Source: an optimization exercise on an open RTL-to-GDS flow (aim: small area). Production flows keep margins and buffers that such runs may drop. In this exercise RTL edits were held to simulation tests only and were not proved equivalent to the original. No activity file was given, so power comes from the tool's default toggle rates. The clock port is modelled as an ideal driver; clocking choices that lean on that would not hold on a real chip.

Design sdio_burst_reader, start of the top module:
module sdio_burst_reader #(
  parameter int unsigned CLK_DIV_SLOW = 125,    
  parameter int unsigned CLK_DIV_FAST = 2       
) (
  input  wire         clk_100mhz,
  input  wire         reset_ah,
  input  wire         start_i,
  input  wire  [19:0] sector_pos_i,
  input  wire  [19:0] sector_count_i,
  input  wire  sd_bus_pkg::buf_addr_t buf_addr_i,
  output logic [sd_bus_pkg::WORD_BITS-1:0] buf_data_o,
  output logic        init_done_o,
  output logic        sector_done_o,
  output logic        run_done_o,
  output logic        sdclk_o,
  output logic        cmd_o,
  output logic        cmd_oe_o,
  input  wire         cmd_i,
  input  wire  [3:0]  dat_i
);
  logic        cmd_start;
  logic        data_start;
  logic [5:0]  cmd_index;
  logic [31:0] cmd_arg;
  logic        no_resp;
  logic        done;
  logic        ok;
  logic        resp_shift;
  logic        chk_ok;
  logic        fast;
  logic        rise;
  logic        fall;
  logic        busy;
  logic        nib_en;
  logic        wr_en;
  logic [5:0]  pend_idx;
  sd_card_sequencer seq0 (
  ...
export LEC_CHECK = 0
export CAP_MARGIN = 20
export CORE_MARGIN = 2
export CORE_UTILIZATION = 65
export SLEW_MARGIN = 20
create_clock -name core_clock -period 10.0 [get_ports {clk_100mhz}]
standard.sh (not shown) runs the stock make flow with config.mk's settings and CLKGATE_MAP_FILE= SYNTH_SCRIPT=/design/flow/synth_recipe.tcl, a recipe that flattens the netlist after the stock synthesis.
==> flow/flow/run.sh <==
#!/bin/bash
# Standard layout (the standard.sh) with three changes:
#  - the sector buffer's read multiplexer in the synthesised netlist is re-mapped by
#    flow/rdmux.py (registers untouched; checked equivalent with yosys before use);
#  - clock tree: clkbuf_16 leaf clusters of up to 25 sinks, no dummy loads;
#  - port buffers are buf_1 cells.
# Each tool's output goes to a log of its own in this folder.
set -euo pipefail
RES=orfs/results/${FLOW_PLATFORM}/sdio_burst_reader/base
LIB=${FLOW_HOME}/platforms/${FLOW_PLATFORM}/lib/sky130_fd_sc_hd__tt_025C_1v80.lib
KNOBS=(
  "CTS_ARGS=-sink_clustering_enable -repair_clock_nets -dont_use_dummy_load -sink_clustering_size 25 -sink_clustering_max_diameter 80 -buf_list sky130_fd_sc_hd__clkbuf_16"
  "BUFFER_PORTS_ARGS=-buffer_cell sky130_fd_sc_hd__buf_1"
)

bash standard.sh "${KNOBS[@]}" synth > run_synth.log 2>&1
cp $RES/1_2_yosys.v $RES/1_2_yosys.std.v
if python3 flow/rdmux.py $RES/1_2_yosys.std.v $RES/1_2_yosys.mux.v > run_rdmux.log 2>&1 \
  && sed -e "s|@LIB@|$LIB|" -e "s|@STD@|$RES/1_2_yosys.std.v|" -e "s|@MUX@|$RES/1_2_yosys.mux.v|" \
       flow/eq.ys > run_eq.ys \
  && yosys -q run_eq.ys -l run_eq.log > /dev/null 2>&1; then
  echo "read multiplexer re-mapped" >> run_rdmux.log
  cp $RES/1_2_yosys.mux.v $RES/1_2_yosys.v
  rm -f $RES/1_synth.odb $RES/1_synth.sdc
else
  echo "re-mapping failed, keeping the standard netlist" >> run_rdmux.log
fi
bash standard.sh "${KNOBS[@]}" finish > run_layout.log 2>&1
Other scripts of this flow, unchanged in this note and not shown: flow/flow/eq.ys, flow/flow/rdmux.py
Change:
--- a/flow/flow/run.sh
+++ b/flow/flow/run.sh
@@ -5 +5 @@
-#  - clock tree: clkbuf_16 leaf clusters of up to 25 sinks, no dummy loads;
+#  - clock tree: clkbuf_16 leaf clusters of up to 30 sinks, no dummy loads;
@@ -12 +12 @@
-  "CTS_ARGS=-sink_clustering_enable -repair_clock_nets -dont_use_dummy_load -sink_clustering_size 25 -sink_clustering_max_diameter 80 -buf_list sky130_fd_sc_hd__clkbuf_16"
+  "CTS_ARGS=-sink_clustering_enable -repair_clock_nets -dont_use_dummy_load -sink_clustering_size 30 -sink_clustering_max_diameter 100 -buf_list sky130_fd_sc_hd__clkbuf_16"
Settings changed: CAP_MARGIN 20 to 5, CORE_UTILIZATION 65 to 70, SLEW_MARGIN 20 to 5.
Effect: Utilization came out higher by 4.5 points; worst hold slack degrades by 0.0054 ns; area after synthesis does not change; clock power came out lower by 8.1%; die area came out lower by 7.1%; maximum frequency came out higher by 2.0%.

[re-timing with driven ports]
Ports are ideal in the flow. The routed layouts listed here were re-timed in OpenROAD. Step 1, drivers: a clkbuf_16 drives clk_100mhz and a buf_2 each remaining input, both assumed. Step 2 moves the port delays by t, midway between the first and last clock arrival at a register: inputs arrive t later, outputs are due t later. That takes back most of the time a late clock gives input paths. Three values: ideal, step 1, step 2; two values: the first two.
| run | shift t [ns] | setup slack, ns | pins driven straight from the clock port |
|---|---|---|---|
| the first run | 0.913 | 2.411 / 2.324 / 3.237 | 1 |
| the second run | 0.886 | 2.561 / 2.477 / 3.363 | 1 |
After both steps setup and hold are still met in every run listed.
